This is an optimization exercise on Yosys and OpenROAD, whose aim is small area, a short achievable clock period and few clock cycles, not a production implementation.
RTL that was checked went through simulation tests only; none was proved equivalent to the original.

// servo_slew_position_controller
module servo_slew_position_controller
(
    input  logic                        i_clk,
    input  logic                        i_rst_n,
    input  logic                        i_in_valid,
    output logic                        o_in_stall,
    input  logic [sspc_pkg::REQ_W-1:0] i_req_type,
    input  logic signed [sspc_pkg::ANGLE_W-1:0] i_angle,
    input  logic signed [sspc_pkg::DIR_W-1:0] i_direction,
    output logic                        o_out_valid,
    input  logic                        i_out_stall,
    output logic [sspc_pkg::PULSE_W-1:0] o_pulse_width,
    output logic [sspc_pkg::PULSE_W-1:0] o_target_width,
    output logic                        o_pwm_write,
    input  logic                        i_cfg_valid,
    output logic                        o_cfg_ready,
    input  logic [sspc_pkg::CFG_IDX_W-1:0] i_cfg_index,
    input  logic [sspc_pkg::CFG_DAT_W-1:0] i_cfg_data
);
Size: ~340 flip-flops, ~67 I/O pins.
make LEC_CHECK=0 CAP_MARGIN=20 CORE_MARGIN=2 CORE_UTILIZATION=40 SETUP_SLACK_MARGIN=5 SLEW_MARGIN=20 finish   # period 11.0 ns
run.sh (not shown) runs the stock make flow with config.mk's settings and CLKGATE_MAP_FILE= SYNTH_SCRIPT=/design/flow/synth_recipe.tcl, a recipe that flattens the netlist after the stock synthesis.
The first run completed without violations.
Testbench counts at the start, summed over its fixed seeds: cycles 7,632.
Edit:
--- a/flow/design.v
+++ b/flow/design.v
@@ -118,19 +118,16 @@
         c_den  <= dd_c[10] ? 10'(-dd_c) : dd_c[9:0];
         c_pneg <= pd_c[12];
         c_pmag <= pd_c[12] ? 12'(-pd_c) : pd_c[11:0];
     end
     logic [11:0] r_cur, r_tgt;
     logic        r_wr, r_ov;
-    logic        k_v, k_sx, k_ovf;
-    logic [2:0]  k_op;
-    logic [11:0] k_q;
     logic        en;
-    assign en = !k_v;
+    assign en = !(r_ov && i_out_stall);
     assign o_cfg_ready    = 1'b1;
-    assign o_in_stall     = k_v;
+    assign o_in_stall     = !en;
     assign o_out_valid    = r_ov;
     assign o_pulse_width  = r_cur;
     assign o_target_width = r_tgt;
     assign o_pwm_write    = r_wr;
     logic [2:0] c0_op_1;
     always_comb begin
@@ -476,36 +473,20 @@
             p8_op <= p7_op;
             p8_ovf <= p7_ovf;
             p8_q <= c7_q_81;
             p8_sx <= p7_sx;
         end
     end
-    logic        f_free, i_v, i_sx, i_ovf;
+    logic        i_v, i_sx, i_ovf;
     logic [2:0]  i_op;
     logic [11:0] i_q;
-    assign f_free = !r_ov || !i_out_stall;
-    assign i_v    = k_v ? 1'b1  : p8_v;
-    assign i_op   = k_v ? k_op  : p8_op;
-    assign i_sx   = k_v ? k_sx  : p8_sx;
-    assign i_ovf  = k_v ? k_ovf : p8_ovf;
-    assign i_q    = k_v ? k_q   : p8_q;
-    always_ff @(posedge i_clk) begin
-        if (!i_rst_n) begin
-            k_v <= 1'b0;
-        end else begin
-            k_v <= i_v && !f_free;
-        end
-    end
-    always_ff @(posedge i_clk) begin
-        if (!k_v) begin
-            k_op  <= p8_op;
-            k_sx  <= p8_sx;
-            k_ovf <= p8_ovf;
-            k_q   <= p8_q;
-        end
-    end
+    assign i_v   = p8_v;
+    assign i_op  = p8_op;
+    assign i_sx  = p8_sx;
+    assign i_ovf = p8_ovf;
+    assign i_q   = p8_q;
     logic        qneg;
     assign qneg = i_sx ^ c_dneg ^ c_pneg;
     logic [12:0]        cp;
     logic signed [12:0] cm;
     logic [11:0]        tick_cur;
     logic signed [13:0] over_hi, under_lo;
@@ -529,13 +510,13 @@
     always_ff @(posedge i_clk) begin
         if (!i_rst_n) begin
             r_ov  <= 1'b0;
             r_wr  <= 1'b0;
             r_cur <= PULSE_RST;
             r_tgt <= PULSE_RST;
-        end else if (f_free) begin
+        end else if (en) begin
             r_ov <= i_v;
             if (i_v) begin
                 r_wr <= (i_op == OP_TICK);
                 case (i_op)
                     OP_TICK: r_cur <= tick_cur;
                     OP_MAP:  if (!c_dz) r_tgt <= map_t;
The new run completed without violations.
Via count stays flat.
Die area fell by 0.61%.
Non-clock buffer count rose by 14.
Area after synthesis fell by about 0.6%.
For the second run of this note, only the layout was checked, not whether the RTL still works.

-- afterwards: timing with drivers on the ports --
In the flow no input, the clock included, has a driving cell. The finished layouts below were timed again as built, in two steps.
Step 1 assumes that a clkbuf_16 drives the clock port and a buf_2 every other input.
Step 2 moves the port delays by t, midway between the first and last clock arrival at a register: inputs arrive t later, outputs are due t later. That takes back most of the time a late clock gives input paths.
Slacks: ideal ports / drivers / drivers and shift; pairs: ideal ports / drivers.
run | shift t [ns] | setup slack, ns | worst register clock-pin slew, ns
the first run | 0.614 | 5.325 / 5.325 / 4.799 | 0.06 / 0.06
the second run | 0.613 | 5.238 / 5.238 / 4.859 | 0.07 / 0.07
After both steps every run listed still meets setup and hold. For the first run, which loses most, drivers alone change the setup slack by 0.000 ns; drivers and shift together by -0.526 ns.
